Context: an optimization exercise on an open-source flow, tuned for a short achievable clock period and few clock cycles. The choices shown serve that exercise and are no tape-out recipe.
At most, simulation tests tie the RTL to the original design; equivalence was not proved.
For run 3, only the layout was checked, not whether the RTL still works.
Power and IR drop assume default switching activity.

`flow/flow/run.sh`:
```
#!/bin/bash
# The standard layout, with the port buffers made from plain buffers
# (buf_4, sized later by repair) instead of the delay buffer that
# buffer_ports picks by default.
set -euo pipefail
bash standard.sh BUFFER_PORTS_ARGS="-buffer_cell sky130_fd_sc_hd__buf_4" finish > flow.log 2>&1
```
`flow/standard.sh`:
```
#!/bin/bash
# synth_recipe.tcl (not shown) runs the flow's synth.tcl, then flattens the netlist and writes it again
# the make line also repeats each setting of config.mk as NAME=value (left out here)
make -C /OpenROAD-flow-scripts/flow DESIGN_CONFIG=/design/flow/config.mk WORK_HOME=/design/flow/orfs CLKGATE_MAP_FILE= SYNTH_SCRIPT=/design/flow/synth_recipe.tcl "${@:-finish}"
```
`flow/config.mk`:
```
export PLATFORM = sky130hd
export DESIGN_NAME = mipsCore
export DESIGN_NICKNAME = mipsCore
export VERILOG_FILES = /design/flow/design.v
export SDC_FILE = /design/flow/constraint.sdc
export NUM_CORES = 4
export LEC_CHECK = 0
export CAP_MARGIN = 20
export CORE_MARGIN = 2
export CORE_UTILIZATION = 45
export PLACE_DENSITY = 0.55
export SETUP_SLACK_MARGIN = 5
export SLEW_MARGIN = 20
export TNS_END_PERCENT = 5
```
`flow/constraint.sdc`:
```
create_clock -name core_clock -period 8.5 [get_ports {clock}]
set_input_delay 1.7000 -clock core_clock [delete_from_list [all_inputs] [get_ports {clock}]]
set_output_delay 1.7000 -clock core_clock [all_outputs]
set_load 0.01 [all_outputs]
```
`flow/design.v`:
```
`default_nettype none
package mipsPkg;
    localparam logic [5:0] OpRType = 6'd0;
    localparam logic [5:0] OpBeq = 6'd4;
    localparam logic [5:0] OpBne = 6'd5;
    localparam logic [5:0] OpLw = 6'd35;
    localparam logic [5:0] OpSw = 6'd43;
    localparam logic [5:0] FunctAdd = 6'd32;
    localparam logic [5:0] FunctSub = 6'd34;
    localparam logic [5:0] FunctAnd = 6'd36;
    localparam logic [5:0] FunctOr = 6'd37;
    localparam logic [5:0] FunctSlt = 6'd42;
endpackage
`default_nettype wire
`timescale 1ns/100ps
`default_nettype none
module loadPort (
    input wire clock,
    input wire WriteEnable,
    input wire loadReq,
    output logic loadAck,
    output logic accept
);
    logic stateWrite;
    always_ff @(posedge clock or posedge WriteEnable) begin
        if (WriteEnable) begin
            stateWrite <= 1'b0;
            loadAck <= 1'b0;
        end else begin
            stateWrite <= accept;
            loadAck <= stateWrite || (loadAck && loadReq);
        end
    end
    assign accept = !stateWrite && !loadAck && loadReq;
endmodule
`default_nettype wire
`timescale 1ns/100ps
`default_nettype none
module mipsCore (
    input wire clock,
    input wire WriteEnable,
    input wire run,
    input wire loadReq,
    input wire loadTarget,
    input wire [5:0] loadAddress,
    input wire [31:0] loadWord,
    output logic loadAck,
    output logic retireValid,
    output logic [4:0] retireAddress,
    output logic [31:0] retireData
);
    logic accept;
    loadPort loader (.clock, .WriteEnable, .loadReq, .loadAck, .accept);
    logic [22:0] instrMem [64];
    logic [31:0] dataMem [64];
    logic [63:0] dataValid;      
    logic [31:0] regFile [32];
    logic [31:1] regValid;       
    logic [31:0] regValidAll;
    logic pick, pickInvD, pickF;
    logic [1:0][1:0][22:0] dWord;
    logic [1:0][1:0][5:0] dNext, dTarget;
    logic [1:0] eWrites, eAdd, eSub, eAnd, eOr, eSlt, eLw, eSw, eBeq, eBne;
    logic [1:0][4:0] eDest;
    logic [1:0][7:0] eBase, eImm;    
    logic [1:0][31:0] eOpA, eOpB;
    logic [1:0] eAWb, eAWb2, eAReg, eBWb, eBWb2, eBReg;
    logic wbValid;
    logic [31:1] wbWrite;        
    logic [4:0] wbDest;
    logic [31:0] wbData;
    logic [31:0] wb2Data;
    assign regValidAll = {regValid, 1'b0};
    localparam logic [3:0] DecNop = 4'd0;
    localparam logic [3:0] DecAdd = 4'd1;
    localparam logic [3:0] DecSub = 4'd2;
    localparam logic [3:0] DecAnd = 4'd3;
    localparam logic [3:0] DecOr = 4'd4;
    localparam logic [3:0] DecSlt = 4'd5;
    localparam logic [3:0] DecLw = 4'd6;
    localparam logic [3:0] DecSw = 4'd7;
    localparam logic [3:0] DecBeq = 4'd8;
    localparam logic [3:0] DecBne = 4'd9;
    logic [22:0] encoded;
    always_comb begin
        logic [5:0] op, funct;
        logic [3:0] kind;
        logic [7:0] field;
        logic writes;
        op = loadWord[31:26];
        funct = loadWord[5:0];
        kind = DecNop;
        field = loadWord[7:0];
        writes = 1'b0;
        if (op == mipsPkg::OpRType) begin
            field = {3'd0, loadWord[15:11]};
            writes = loadWord[15:11] != 5'd0;
            if (funct == mipsPkg::FunctAdd) kind = DecAdd;
            else if (funct == mipsPkg::FunctSub) kind = DecSub;
            else if (funct == mipsPkg::FunctAnd) kind = DecAnd;
            else if (funct == mipsPkg::FunctOr) kind = DecOr;
            else if (funct == mipsPkg::FunctSlt) kind = DecSlt;
            else writes = 1'b0;
        end else if (op == mipsPkg::OpLw) begin
            kind = DecLw;
            writes = loadWord[20:16] != 5'd0;
        end else if (op == mipsPkg::OpSw) begin
            kind = DecSw;
        end else if (op == mipsPkg::OpBeq || op == mipsPkg::OpBne) begin
            kind = (op == mipsPkg::OpBeq) ? DecBeq : DecBne;
            field = {2'd0, loadAddress + 6'd1 + loadWord[5:0]};
        end
        encoded = {field, writes, kind, loadWord[20:16], loadWord[25:21]};
    end
    logic [63:0] instrWe, dataWe;
    logic [22:0] instrWd;
    logic [31:0] dataWd;
    always_ff @(posedge clock) begin
        instrWd <= encoded;
    end
    always_ff @(posedge clock) begin
        for (int k = 0; k < 64; k++) begin
            if (instrWe[k]) instrMem[k] <= instrWd;
        end
    end
    logic xWrites, xSw;
    logic [4:0] xDest;
    logic [1:0][5:0] slotIndex;
    logic [5:0] xIndex;
    assign xWrites = eWrites[pick];
    assign xSw = eSw[pick];
    assign xDest = eDest[pick];
    assign xIndex = slotIndex[pick];
    logic storePending;
    logic [5:0] storeIndex;
    logic [31:0] storeData;      
    logic [1:0][31:0] slotSrcB, slotResult;
    logic [1:0] slotTaken;
    for (genvar c = 0; c < 2; c++) begin : exec
        logic [31:0] a, b, memData, loadData, sumAdd, sumSub;
        logic [63:0] hit;
        logic lessThan, storeHit;
        logic [7:0] la, lb, addrSum;
        logic carry2;
        assign a = ({32{eAWb[c]}} & wbData) | ({32{eAWb2[c]}} & wb2Data) |
            ({32{eAReg[c]}} & eOpA[c]);
        assign b = ({32{eBWb[c]}} & wbData) | ({32{eBWb2[c]}} & wb2Data) |
            ({32{eBReg[c]}} & eOpB[c]);
        assign slotSrcB[c] = b;
        assign la = eBase[c];
        assign lb = eImm[c];
        assign carry2 = (la[1] && lb[1]) || ((la[1] || lb[1]) && la[0] && lb[0]);
        assign addrSum = la + lb;
        assign slotIndex[c] = addrSum[7:2];
        always_comb begin
            for (int k = 0; k < 64; k++) begin
                logic [5:0] kb;
                logic ok;
                kb = 6'(k);
                ok = ((la[2] ^ lb[2] ^ kb[0]) == carry2);
                for (int i = 2; i < 7; i++) begin
                    ok = ok && ((kb[i-2] ? (la[i] && lb[i]) : (la[i] || lb[i])) ==
                        (la[i+1] ^ lb[i+1] ^ kb[i-1]));
                end
                hit[k] = ok && dataValid[k];
            end
            memData = '0;
            for (int k = 0; k < 64; k++) begin
                if (hit[k]) memData = memData | dataMem[k];
            end
        end
        assign storeHit = storePending && storeIndex == slotIndex[c];
        assign loadData = storeHit ? storeData : memData;
        assign sumAdd = a + b;
        assign sumSub = a - b;
        assign lessThan = $signed(a) < $signed(b);
        assign slotResult[c] = ({32{eAdd[c]}} & sumAdd) | ({32{eSub[c]}} & sumSub) |
            ({32{eAnd[c]}} & (a & b)) | ({32{eOr[c]}} & (a | b)) |
            {31'd0, eSlt[c] && lessThan} | ({32{eLw[c]}} & loadData);
        assign slotTaken[c] = (eBeq[c] && a == b) || (eBne[c] && a != b);
    end
    logic [31:0] srcB, aluResult;
    logic taken;
    assign srcB = slotSrcB[pick];
    assign aluResult = slotResult[pick];
    assign taken = slotTaken[pick];
    always_ff @(posedge clock or posedge WriteEnable) begin
        if (WriteEnable) begin
            storePending <= 1'b0;
            instrWe <= '0;
            dataWe <= '0;
        end else begin
            storePending <= xSw;
            for (int k = 0; k < 64; k++) begin
                instrWe[k] <= accept && !loadTarget && loadAddress == 6'(k);
                dataWe[k] <= (accept && loadTarget && loadAddress == 6'(k)) ||
                    (xSw && xIndex == 6'(k));
            end
        end
    end
    always_ff @(posedge clock) begin
        storeIndex <= xIndex;
        dataWd <= xSw ? srcB : loadWord;
    end
    assign storeData = dataWd;
    always_ff @(posedge clock) begin
        for (int k = 0; k < 64; k++) begin
            if (dataWe[k]) dataMem[k] <= dataWd;
        end
    end
    always_ff @(posedge clock or posedge WriteEnable) begin
        if (WriteEnable) dataValid <= '0;
        else dataValid <= dataValid | dataWe;
    end
    always_ff @(posedge clock or posedge WriteEnable) begin
        if (WriteEnable) begin
            wbValid <= 1'b0;
            wbWrite <= '0;
        end else begin
            wbValid <= xWrites;
            for (int i = 1; i < 32; i++) wbWrite[i] <= xWrites && xDest == 5'(i);
        end
    end
    always_ff @(posedge clock) begin
        wbDest <= xDest;
        wbData <= aluResult;
        wb2Data <= wbData;
    end
    always_ff @(posedge clock) begin
        if (xWrites) begin
            retireAddress <= xDest;
            retireData <= aluResult;
        end
    end
    assign retireValid = wbValid;
    always_ff @(posedge clock) begin
        for (int i = 1; i < 32; i++) begin
            if (wbWrite[i]) regFile[i] <= wbData;
        end
    end
    always_ff @(posedge clock or posedge WriteEnable) begin
        if (WriteEnable) regValid <= '0;
        else regValid <= regValid | wbWrite;
    end
    logic [1:0][22:0] cWord;
    logic [1:0][5:0] cNext, cTarget;
    logic [1:0] cWrites, cAdd, cSub, cAnd, cOr, cSlt, cLw, cSw, cBeq, cBne;
    logic [1:0][4:0] cDest;
    logic [1:0][7:0] cBase, cImm;
    logic [1:0][31:0] cOpA, cOpB;
    logic [1:0] cAWb, cAWb2, cAReg, cBWb, cBWb2, cBReg;
    logic [1:0] cWait;
    for (genvar c = 0; c < 2; c++) begin : cand
        logic [22:0] w;
        logic [3:0] kind;
        logic [4:0] rs, rt;
        logic [31:0] readA;
        assign w = pickInvD ? dWord[0][c] : dWord[1][c];
        assign cWord[c] = w;
        assign cNext[c] = pickF ? dNext[1][c] : dNext[0][c];
        assign cTarget[c] = pickF ? dTarget[1][c] : dTarget[0][c];
        assign rs = w[4:0];
        assign rt = w[9:5];
        assign kind = w[13:10];
        assign cAdd[c] = kind == DecAdd;
        assign cSub[c] = kind == DecSub;
        assign cAnd[c] = kind == DecAnd;
        assign cOr[c] = kind == DecOr;
        assign cSlt[c] = kind == DecSlt;
        assign cLw[c] = kind == DecLw;
        assign cSw[c] = kind == DecSw;
        assign cBeq[c] = kind == DecBeq;
        assign cBne[c] = kind == DecBne;
        assign cDest[c] = cLw[c] ? rt : w[19:15];
        assign cWrites[c] = w[14];
        assign readA = regFile[rs];
        assign cOpA[c] = readA;
        assign cOpB[c] = regFile[rt];
        assign cAWb[c] = xWrites && xDest == rs;
        assign cAWb2[c] = !cAWb[c] && wbValid && wbDest == rs;
        assign cAReg[c] = !cAWb[c] && !cAWb2[c] && regValidAll[rs];
        assign cBWb[c] = xWrites && xDest == rt;
        assign cBWb2[c] = !cBWb[c] && wbValid && wbDest == rt;
        assign cBReg[c] = !cBWb[c] && !cBWb2[c] && regValidAll[rt];
        assign cBase[c] = cAWb2[c] ? wbData[7:0] : (regValidAll[rs] ? readA[7:0] : 8'd0);
        assign cImm[c] = w[22:15];
        assign cWait[c] = (cLw[c] || cSw[c]) && cAWb[c];
    end
    always_ff @(posedge clock or posedge WriteEnable) begin
        if (WriteEnable) begin
            eWrites <= '0;
            eSw <= '0;
            eBeq <= '0;
            eBne <= '0;
        end else begin
            for (int c = 0; c < 2; c++) begin
                eWrites[c] <= run && !cWait[c] && cWrites[c];
                eSw[c] <= run && !cWait[c] && cSw[c];
                eBeq[c] <= run && !cWait[c] && cBeq[c];
                eBne[c] <= run && !cWait[c] && cBne[c];
            end
        end
    end
    always_ff @(posedge clock) begin
        pick <= run && taken;
        pickInvD <= !(run && taken);
    end
    always_ff @(posedge clock or posedge WriteEnable) begin
        if (WriteEnable) pickF <= 1'b0;
        else pickF <= run && taken;
    end
    always_ff @(posedge clock) begin
        eAdd <= cAdd;
        eSub <= cSub;
        eAnd <= cAnd;
        eOr <= cOr;
        eSlt <= cSlt;
        eLw <= cLw;
        eDest <= cDest;
        eBase <= cBase;
        eImm <= cImm;
        eOpA <= cOpA;
        eOpB <= cOpB;
        eAWb <= cAWb;
        eAWb2 <= cAWb2;
        eAReg <= cAReg;
        eBWb <= cBWb;
        eBWb2 <= cBWb2;
        eBReg <= cBReg;
    end
    always_ff @(posedge clock) begin
        for (int c = 0; c < 2; c++) begin
            if (!run && c == 0) begin
                dWord[0][0] <= instrMem[0];
                dNext[0][0] <= 6'd1;
                dTarget[0][0] <= instrMem[0][20:15];
            end else if (cWait[c]) begin
                dWord[c][0] <= cWord[c];
                dNext[c][0] <= cNext[c];
                dTarget[c][0] <= cTarget[c];
            end else begin
                dWord[c][0] <= instrMem[cNext[c]];
                dNext[c][0] <= cNext[c] + 6'd1;
                dTarget[c][0] <= instrMem[cNext[c]][20:15];
            end
            dWord[c][1] <= instrMem[cTarget[c]];
            dNext[c][1] <= cTarget[c] + 6'd1;
            dTarget[c][1] <= instrMem[cTarget[c]][20:15];
        end
    end
endmodule
`default_nettype wire
```
==> flow_metrics.tcl, run 1 <==
set metrics [dict create \
    yosysMostFrequentCell "edfxtp_1" \
    dpl.cell_count 28950 \
    synth.largest_area_cell "edfxtp_1" \
    error_message "[ERROR GRT-0116] Global routing finished with congestion. Check the congestion regions in the DRC Viewer." \
    synthDistinctLibCells 104 \
    fp.dieW_microns 760.6 \
    htreeDepth 6 \
    yosys-top-cells-count "4549 x edfxtp_1, 2965 x a22oi_1, 1403 x clkbuf_1" \
    grt_pass1_wl_microns 3492000 \
    synth-edff-count 4549 \
    io_buffers 81 \
    cts_root_buf "clkbuf_16" \
    synth.yosys.seq_area_share_pct 59.16 \
    grt_usage_pct 90.00 \
    synthesis.area_sq_um 257600 \
    cts_made_buffers 584 \
    ys_top_cells_by_area "edfxtp_1 53%, a22oi_1 8.6%, a221oi_1 4.3%" \
    synth-seq-cells 5270 \
    avgSynthCellArea_sq_um 12.03 \
    cts_sinks 5270 \
    floorplan.die.height_microns 760.6 \
    grt_start_max_net_pins 115 \
    synth_cells 21410 \
    yosysWarnings 37 \
    gp_congestion 1.342 \
    outcome "stopped before the end" \
    grt_pass1_vias 312000 \
    rows 277 \
    start_util_pct 45.21 \
    synth_ff_type "edfxtp_1" \
    failing_step "global routing" \
    ios 82 \
    clockBufferDepth 4 \
    gr-total-overflow 2800 \
    async_reset_ff_share_pct 5.066 \
    hpwlAfterDp_microns 1581000 \
    postSynthNetCount 21700 \
    synth_top_area_share_pct 53.03 \
]
cells by family after synthesis:
logic type | Yosys count | share of synthesized area [%]
adders and majority gates | 250 | 1.252
and+or+nand+nor | 5481 | 10.82
DFF | 5270 | 59.16
muxes | 130 | 0.5377
buffers and inverters | 2068 | 3.108
xor gates and xnor gates | 180 | 0.6820
AOI/OAI and AO/OA | 8032 | 24.44
how the worst max path moves through the flow:
stage                start             end  slack [ps]  cells after the start
2_1_floorplan  WriteEnable    dataValid[0]        3270                      1
3_3_place_gp     eBase[12]  retireData[28]        1070                     14
3_5_place_dp     eBase[12]  retireData[28]        1000                     14
4_1_cts            eBWb[1]   retireData[0]        4110                     16
per-stage QoR:
stage	hold slack, ps	cell area [sq um]	power (mW)	setup slack, ps	utilization, %
floorplan	419.7	257600	50.55	3275	-
global placement	439.2	278900	77.75	1066	48.94
detailed placement	459.9	279200	77.55	998.1	49.00
CTS	475.5	311200	109.8	4108	54.62
power groups by stage:
stage / Clock, mW / Sequential (mW) / Combinational (mW)
4_1_cts: 26.7 / 31.4 / 51.7
3_5_place_dp: 0 / 31.9 / 45.6
3_3_place_gp: 0 / 31.9 / 45.8
2_1_floorplan: 0 / 31.5 / 19.1
metal layers:
layer,track usage [%],overflow
met5,75.44,80
met4,84.83,679
met3,85.88,650
met2,96.02,889
met1,90.86,502
repair_timing:
item	4_1_cts
hold buffers	0
gates resized for setup	1329
setup endpoints to repair	402
gates cloned	14
pin swaps	305
buffers inserted	630
Testbench counts, summed over its fixed seeds: cycles 9,712.
==> run 2: changes to the inputs <==
--- a/flow/config.mk
+++ b/flow/config.mk
@@ -12,3 +12,3 @@
 export SETUP_SLACK_MARGIN = 5
 export SLEW_MARGIN = 20
-export TNS_END_PERCENT = 5
+export TNS_END_PERCENT = 50
==> run 2 against run 1 <==
  * The flow again stops in global routing
  * Area after synthesis unchanged
  * Synthesized cell count unchanged
==> flow_metrics.tcl, run 2 <==
set metrics [dict create \
    outcome "stopped before the end" \
    failing_step "global routing" \
    error_message "[ERROR GRT-0116] Global routing finished with congestion. Check the congestion regions in the DRC Viewer." \
    gp_congestion 1.342 \
    floorplan.die.height_microns 760.6 \
    synth_top_area_share_pct 53.03 \
    synth.yosys.seq_area_share_pct 59.16 \
    synth_ff_type "edfxtp_1" \
    gr-total-overflow 7158 \
    synth_cells 21410 \
    cts_sinks 5270 \
    grt_pass1_vias 312700 \
    yosysWarnings 37 \
    hpwlAfterDp_microns 1581000 \
    synth.largest_area_cell "edfxtp_1" \
    io_buffers 81 \
    ys_top_cells_by_area "edfxtp_1 53%, a22oi_1 8.6%, a221oi_1 4.3%" \
    synth-seq-cells 5270 \
    ios 82 \
    synth-edff-count 4549 \
    start_util_pct 45.21 \
    postSynthNetCount 21700 \
    grt_usage_pct 89.89 \
    synthDistinctLibCells 104 \
    yosys-top-cells-count "4549 x edfxtp_1, 2965 x a22oi_1, 1403 x clkbuf_1" \
    rows 277 \
    yosysMostFrequentCell "edfxtp_1" \
    cts_made_buffers 584 \
    grt_pass1_wl_microns 3449000 \
    clockBufferDepth 4 \
    avgSynthCellArea_sq_um 12.03 \
    fp.dieW_microns 760.6 \
    cts_root_buf "clkbuf_16" \
    synthesis.area_sq_um 257600 \
    htreeDepth 6 \
    async_reset_ff_share_pct 5.066 \
    grt_start_max_net_pins 115 \
]
[run 2: cell counts after synthesis]
No cell type changed its count.
[run 2: cell families after synthesis]
logic type	Yosys count	synth area share [%]
AOI/OAI and AO/OA	8032	24.44
and+or+nand+nor	5481	10.82
DFF	5270	59.16
buffers and inverters	2068	3.108
adders and majority gates	250	1.252
xor gates and xnor gates	180	0.6820
muxes	130	0.5377
[run 2: how the worst max path moves through the flow]
stage | from | end | depth (start not counted)
after global placement | eBase[12] | retireData[28] | 14
after detailed placement | eBase[12] | retireData[28] | 14
after floorplan | WriteEnable | dataValid[0] | 1
after CTS | eBase[4] | retireData[31] | 14
[run 2: power by group through the flow]
stage	Sequential [mW]	Combinational (mW)	Clock, mW
3_5_place_dp	31.9	45.6	0
3_3_place_gp	31.9	45.8	0
4_1_cts	31.5	58.8	26.7
2_1_floorplan	31.5	19.1	0
[run 2: what timing repair did]
item                       4_1_cts
setup buffers                 1602
gates cloned                    55
setup endpoints to repair      402
hold buffers                     0
pin swaps                      694
gates resized for setup       3368
[run 2: stage by stage]
stage	instance area, sq um	std cells	utilization (%)	setup slack (ps)
after detailed placement	279200	28950	49.00	998.1
after CTS	331200	31690	58.12	4112
after floorplan	257600	21410	-	3275
after global placement	278900	28930	48.94	1066
[run 2: per-layer routing]
metal  GRT usage (%)  overflow
met5           75.18       153
met3           83.87      1121
met2           96.80      3031
met1           90.91      1243
met4           85.60      1610
==> run 3: changes to the inputs <==
--- a/flow/design.v
+++ b/flow/design.v
@@ -70,4 +70,5 @@
     logic [4:0] wbDest;
     logic [31:0] wbData;
+    logic [31:0] fwdData;        
     logic [31:0] wb2Data;
     assign regValidAll = {regValid, 1'b0};
@@ -132,4 +133,7 @@
     assign xDest = eDest[pick];
     assign xIndex = slotIndex[pick];
+    logic xProduces;
+    assign xProduces = pick ? (eAdd[1] || eSub[1] || eAnd[1] || eOr[1] || eSlt[1] || eLw[1]) :
+        (eAdd[0] || eSub[0] || eAnd[0] || eOr[0] || eSlt[0] || eLw[0]);
     logic storePending;
     logic [5:0] storeIndex;
@@ -143,7 +147,7 @@
         logic [7:0] la, lb, addrSum;
         logic carry2;
-        assign a = ({32{eAWb[c]}} & wbData) | ({32{eAWb2[c]}} & wb2Data) |
+        assign a = ({32{eAWb[c]}} & fwdData) | ({32{eAWb2[c]}} & wb2Data) |
             ({32{eAReg[c]}} & eOpA[c]);
-        assign b = ({32{eBWb[c]}} & wbData) | ({32{eBWb2[c]}} & wb2Data) |
+        assign b = ({32{eBWb[c]}} & fwdData) | ({32{eBWb2[c]}} & wb2Data) |
             ({32{eBReg[c]}} & eOpB[c]);
         assign slotSrcB[c] = b;
@@ -226,4 +230,5 @@
         wbData <= aluResult;
         wb2Data <= wbData;
+        if (xProduces) fwdData <= aluResult;
     end
     always_ff @(posedge clock) begin
@@ -283,5 +288,5 @@
         assign cBWb2[c] = !cBWb[c] && wbValid && wbDest == rt;
         assign cBReg[c] = !cBWb[c] && !cBWb2[c] && regValidAll[rt];
-        assign cBase[c] = cAWb2[c] ? wbData[7:0] : (regValidAll[rs] ? readA[7:0] : 8'd0);
+        assign cBase[c] = cAWb2[c] ? fwdData[7:0] : (regValidAll[rs] ? readA[7:0] : 8'd0);
         assign cImm[c] = w[22:15];
         assign cWait[c] = (cLw[c] || cSw[c]) && cAWb[c];
--- a/flow/config.mk
+++ b/flow/config.mk
@@ -8,7 +8,7 @@
 export CAP_MARGIN = 20
 export CORE_MARGIN = 2
-export CORE_UTILIZATION = 45
-export PLACE_DENSITY = 0.55
+export CORE_UTILIZATION = 36
+export PLACE_DENSITY = 0.5
 export SETUP_SLACK_MARGIN = 5
 export SLEW_MARGIN = 20
-export TNS_END_PERCENT = 50
+export TNS_END_PERCENT = 5
==> run 3 against run 2 <==
  * The flow again stops in global routing
  * Synthesized cell count fell by 1.1%
  * Area after synthesis rose by 0.60%
==> flow_metrics.tcl, run 3 <==
set metrics [dict create \
    outcome "stopped before the end" \
    failing_step "global routing" \
    error_message "[ERROR GRT-0232] Routing congestion too high. Check the congestion heatmap in the GUI." \
    yosysWarnings 37 \
    async_reset_ff_share_pct 5.036 \
    io_buffers 81 \
    gr-total-overflow 7 \
    postSynthNetCount 21460 \
    dpl.cell_count 30820 \
    cts_root_buf "clkbuf_16" \
    synth_top_area_share_pct 53.09 \
    cts_made_buffers 613 \
    pre_cts_slack_ps 1853 \
    grt_usage_pct 72.52 \
    placed_cell_area_sq_um 284100 \
    ios 82 \
    hpwlAfterDp_microns 1741000 \
    synthesis.area_sq_um 259100 \
    synth_ff_type "edfxtp_1" \
    gp_congestion 1.189 \
    yosys-top-cells-count "4581 x edfxtp_1, 2937 x a22oi_1, 1362 x a221oi_1" \
    clockBufferDepth 4 \
    synth.largest_area_cell "edfxtp_1" \
    yosysMostFrequentCell "edfxtp_1" \
    fp.dieW_microns 852.4 \
    synth-seq-cells 5302 \
    synthDistinctLibCells 131 \
    rows 311 \
    synth-edff-count 4581 \
    grt_start_max_net_pins 121 \
    avgSynthCellArea_sq_um 12.24 \
    synth_cells 21170 \
    cts_sinks 5302 \
    ys_top_cells_by_area "edfxtp_1 53%, a22oi_1 8.5%, a221oi_1 4.6%" \
    htreeDepth 6 \
    start_util_pct 36.13 \
    postCtsHoldBufs 0 \
    synth.yosys.seq_area_share_pct 59.18 \
    floorplan.die.height_microns 852.4 \
]
[run 3: cell count changes after synthesis, sizes merged, moves of 71 or more]
cell / previous run / this run
clkbuf: 1405 / 1114
nand4: 1103 / 1030
o21ai: 405 / 312
buf: 334 / 597
a221oi: 1274 / 1370
nor2: 960 / 770
a21oi: 516 / 589
a22o: 1167 / 1238
[run 3: worst min-delay path by stage]
stage	from	endpoint	slack [ps]	cells past startpoint
global placement	instrWd[7]	instrMem[0][7]	410	0
CTS	instrWd[7]	instrMem[0][7]	430	0
detailed placement	instrWd[7]	instrMem[0][7]	410	0
floorplan	loader.stateWrite	loader.stateWrite	430	1
[run 3: routing by layer]
metal / GRT overflow / track usage [%]
met4: 0 / 62.93
met2: 0 / 80.80
met5: 1 / 46.07
met3: 1 / 65.20
met1: 5 / 76.34
[run 3: kinds of logic after synthesis]
| logic type | Yosys count | share of synthesized area (%) |
|---|---|---|
| fa+ha+maj | 250 | 1.245 |
| compound gates | 8030 | 24.51 |
| xor+xnor | 187 | 0.7219 |
| simple gates | 5191 | 10.42 |
| mux | 148 | 0.6442 |
| flops | 5302 | 59.18 |
| buf+inv | 2063 | 3.287 |
[run 3: repair_timing]
| item | in CTS |
|---|---|
| pin swaps | 219 |
| gates cloned | 8 |
| resized for setup | 883 |
| setup buffers | 391 |
| endpoints found under the setup margin | 408 |
[run 3: power groups by stage]
stage,clock [mW],sequential (mW),combinational [mW]
after detailed placement,0,32.8,48.5
after CTS,28.2,32.2,52.7
after floorplan,0,32.0,20.0
after global placement,0,32.8,48.6
